This design comes from an exercise in tuning for small area, a short achievable clock period and few clock cycles per item on the open sky130 flow, not from production work.
Where RTL was checked, it was by simulation tests only, not by an equivalence proof against the original.
Power is estimated from default activity; no workload was simulated.

// ble_ad_structure_parser
module ble_ad_structure_parser (
   input  logic             clock,
   input  logic             reset,
   input  logic             req_valid,
   output logic             req_stall,
   input  logic [16:0]      req_data,    
   output logic             rsp_valid,
   input  logic             rsp_stall,
   output logic [78:0]      rsp_data,    
   input  logic             csr_valid,
   output logic             csr_ready,
   input  logic [7:0]       csr_data
);
For scale: roughly 1,200 cells after synthesis, ~210 flip-flops, about 0.011 mm² of cells after synthesis.
Settings: LEC_CHECK=0, ABC_AREA=1, CAP_MARGIN=20, CORE_MARGIN=2, CORE_UTILIZATION=40, CTS_BUF_LIST=sky130_fd_sc_hd__clkbuf_16, CTS_CLUSTER_DIAMETER=100, CTS_CLUSTER_SIZE=25, SETUP_SLACK_MARGIN=3.0, SLEW_MARGIN=20, SYNTH_HIERARCHICAL=1, SYNTH_MINIMUM_KEEP_SIZE=0; clock period 5.5 ns.
standard.sh (not shown) runs the stock make flow with config.mk's settings and CLKGATE_MAP_FILE= SYNTH_SCRIPT=/design/flow/synth_recipe.tcl, a recipe that flattens the netlist after the stock synthesis.
==> flow/flow/run.sh <==
#!/bin/bash
# Standard layout, with the port buffers inserted before placement made of
# sky130_fd_sc_hd__buf_2 cells instead of the buffer buffer_ports picks by
# default, and without the adder-extraction step in synthesis (ABC maps the
# arithmetic as plain gates).
set -euo pipefail
export BUFFER_PORTS_ARGS="-buffer_cell sky130_fd_sc_hd__buf_2"
export ADDER_MAP_FILE=
bash standard.sh > standard_flow.log 2>&1
Testbench counts at the start, summed over its fixed seeds: cycles 94,479, bytes 91,371.
Edit:
--- a/flow/design.v
+++ b/flow/design.v
@@ -100,22 +100,20 @@
    function automatic logic keep_of(input logic [3:0] c, input logic [7:0] ps);
       case (c)
          bap_pkg::C_UUID16, bap_pkg::C_UUID32, bap_pkg::C_U128: keep_of = 1'b1;
          bap_pkg::C_CLASS, bap_pkg::C_HASH, bap_pkg::C_RAND, bap_pkg::C_DEVID:
             keep_of = (ps[7:4] == 4'd0);
          bap_pkg::C_APPEAR, bap_pkg::C_MANUF: keep_of = (ps[7:1] == 7'd0);
          default: keep_of = 1'b0;
       endcase
    endfunction
-   logic [2:0] lane;
-   logic kw;
-   assign lane = lane_of(cls_ff, pos_ff);
-   assign kw = keep_of(cls_ff, pos_ff);
+   logic [2:0] lane_ff;
+   logic kw_ff;
    logic wblock, st_reg, st_if, vnf_ff;
    assign wblock = wide_pend && vnf_ff && nz_ff;
    assign wstall = wblock && !wide_take;
    assign go = in_v && !wstall && (!full || pop);
    assign st_reg = in_v && (wblock || (full && h_recend));
    assign st_if = in_v && full;
    bap_stall u_stall (.st_reg(st_reg), .st_if(st_if), .rsp_stall(rsp_stall),
                       .req_stall(req_stall));
    assign accept = req_valid && !req_stall;
@@ -279,28 +277,27 @@
             nz_ff <= nz_n;
          end else if (in_first) begin
             phase_ff <= bap_pkg::PH_LEN; offs_ff <= '0; cnt_ff <= '0; nz_ff <= 1'b0;
          end
       end
    end
    always_ff @(posedge clock) begin
       if (go && act) begin
          rem_ff <= rem; pos_ff <= ps; stat_ff <= st; cls_ff <= cls;
+         lane_ff <= lane_of(cls, ps); kw_ff <= keep_of(cls, ps);
          drec_ff <= drec_n; nmn_ff <= nmn_n;
-      end else if (go) begin
-         nmn_ff <= name_ok;
       end
    end
    logic in_data;
    assign in_data = !in_first && (phase_ff == bap_pkg::PH_DATA);
    for (genvar k = 0; k < 8; k++) begin : g_acc
       always_ff @(posedge clock) begin
-         if (go && in_data && kw && lane == 3'(k)) acc[8*k +: 8] <= in_b;
+         if (go && in_data && kw_ff && lane_ff == 3'(k)) acc[8*k +: 8] <= in_b;
       end
    end
    localparam int D = bap_pkg::QueueDepth;
    logic [D-1:0][bap_pkg::EntryBits-1:0] q_ff;
    logic [D-1:0] occ_ff;            
    logic take, hrec;
    bap_pkg::entry_type h, h_next;
    logic [63:0] val;
    assign h = q_ff[0];
After rerunning: Cell area climbs by 3.6%; power climbs by 2.9%; global-route usage climbs by 0.68 points; register-to-register slack is better by 0.06 ns; synthesized cell count climbs by 3.8%; area after synthesis climbs by 1.4%; final cell count climbs by 3.0%.
Only the layout flow was run in the second run of this note; the RTL was not checked for function there.

[re-timing with driven ports]
No port has a modelled driver above. Below, the same layouts with a new extraction and two added sets of constraints. Step 1 assumes that a clkbuf_16 drives the clock port and a buf_2 every other input. Step 2 also shifts input and output timing later by t, the mid clock arrival at the registers, as if the neighbouring blocks saw the same clock. Three values: no drivers, after step 1, after step 2; two values: the first two.
run | shift t [ns] | setup slack, ns | worst hold slack (ns)
the first run | 0.513 | 2.907 / 2.863 / 2.538 | 0.474 / 0.474 / 0.474
the second run | 0.521 | 2.854 / 2.811 / 2.564 | 0.472 / 0.472 / 0.472
After both steps every run listed still meets setup and hold. The setup slack of the first run, which loses most, moves by -0.044 ns with the drivers and by -0.369 ns with both steps.
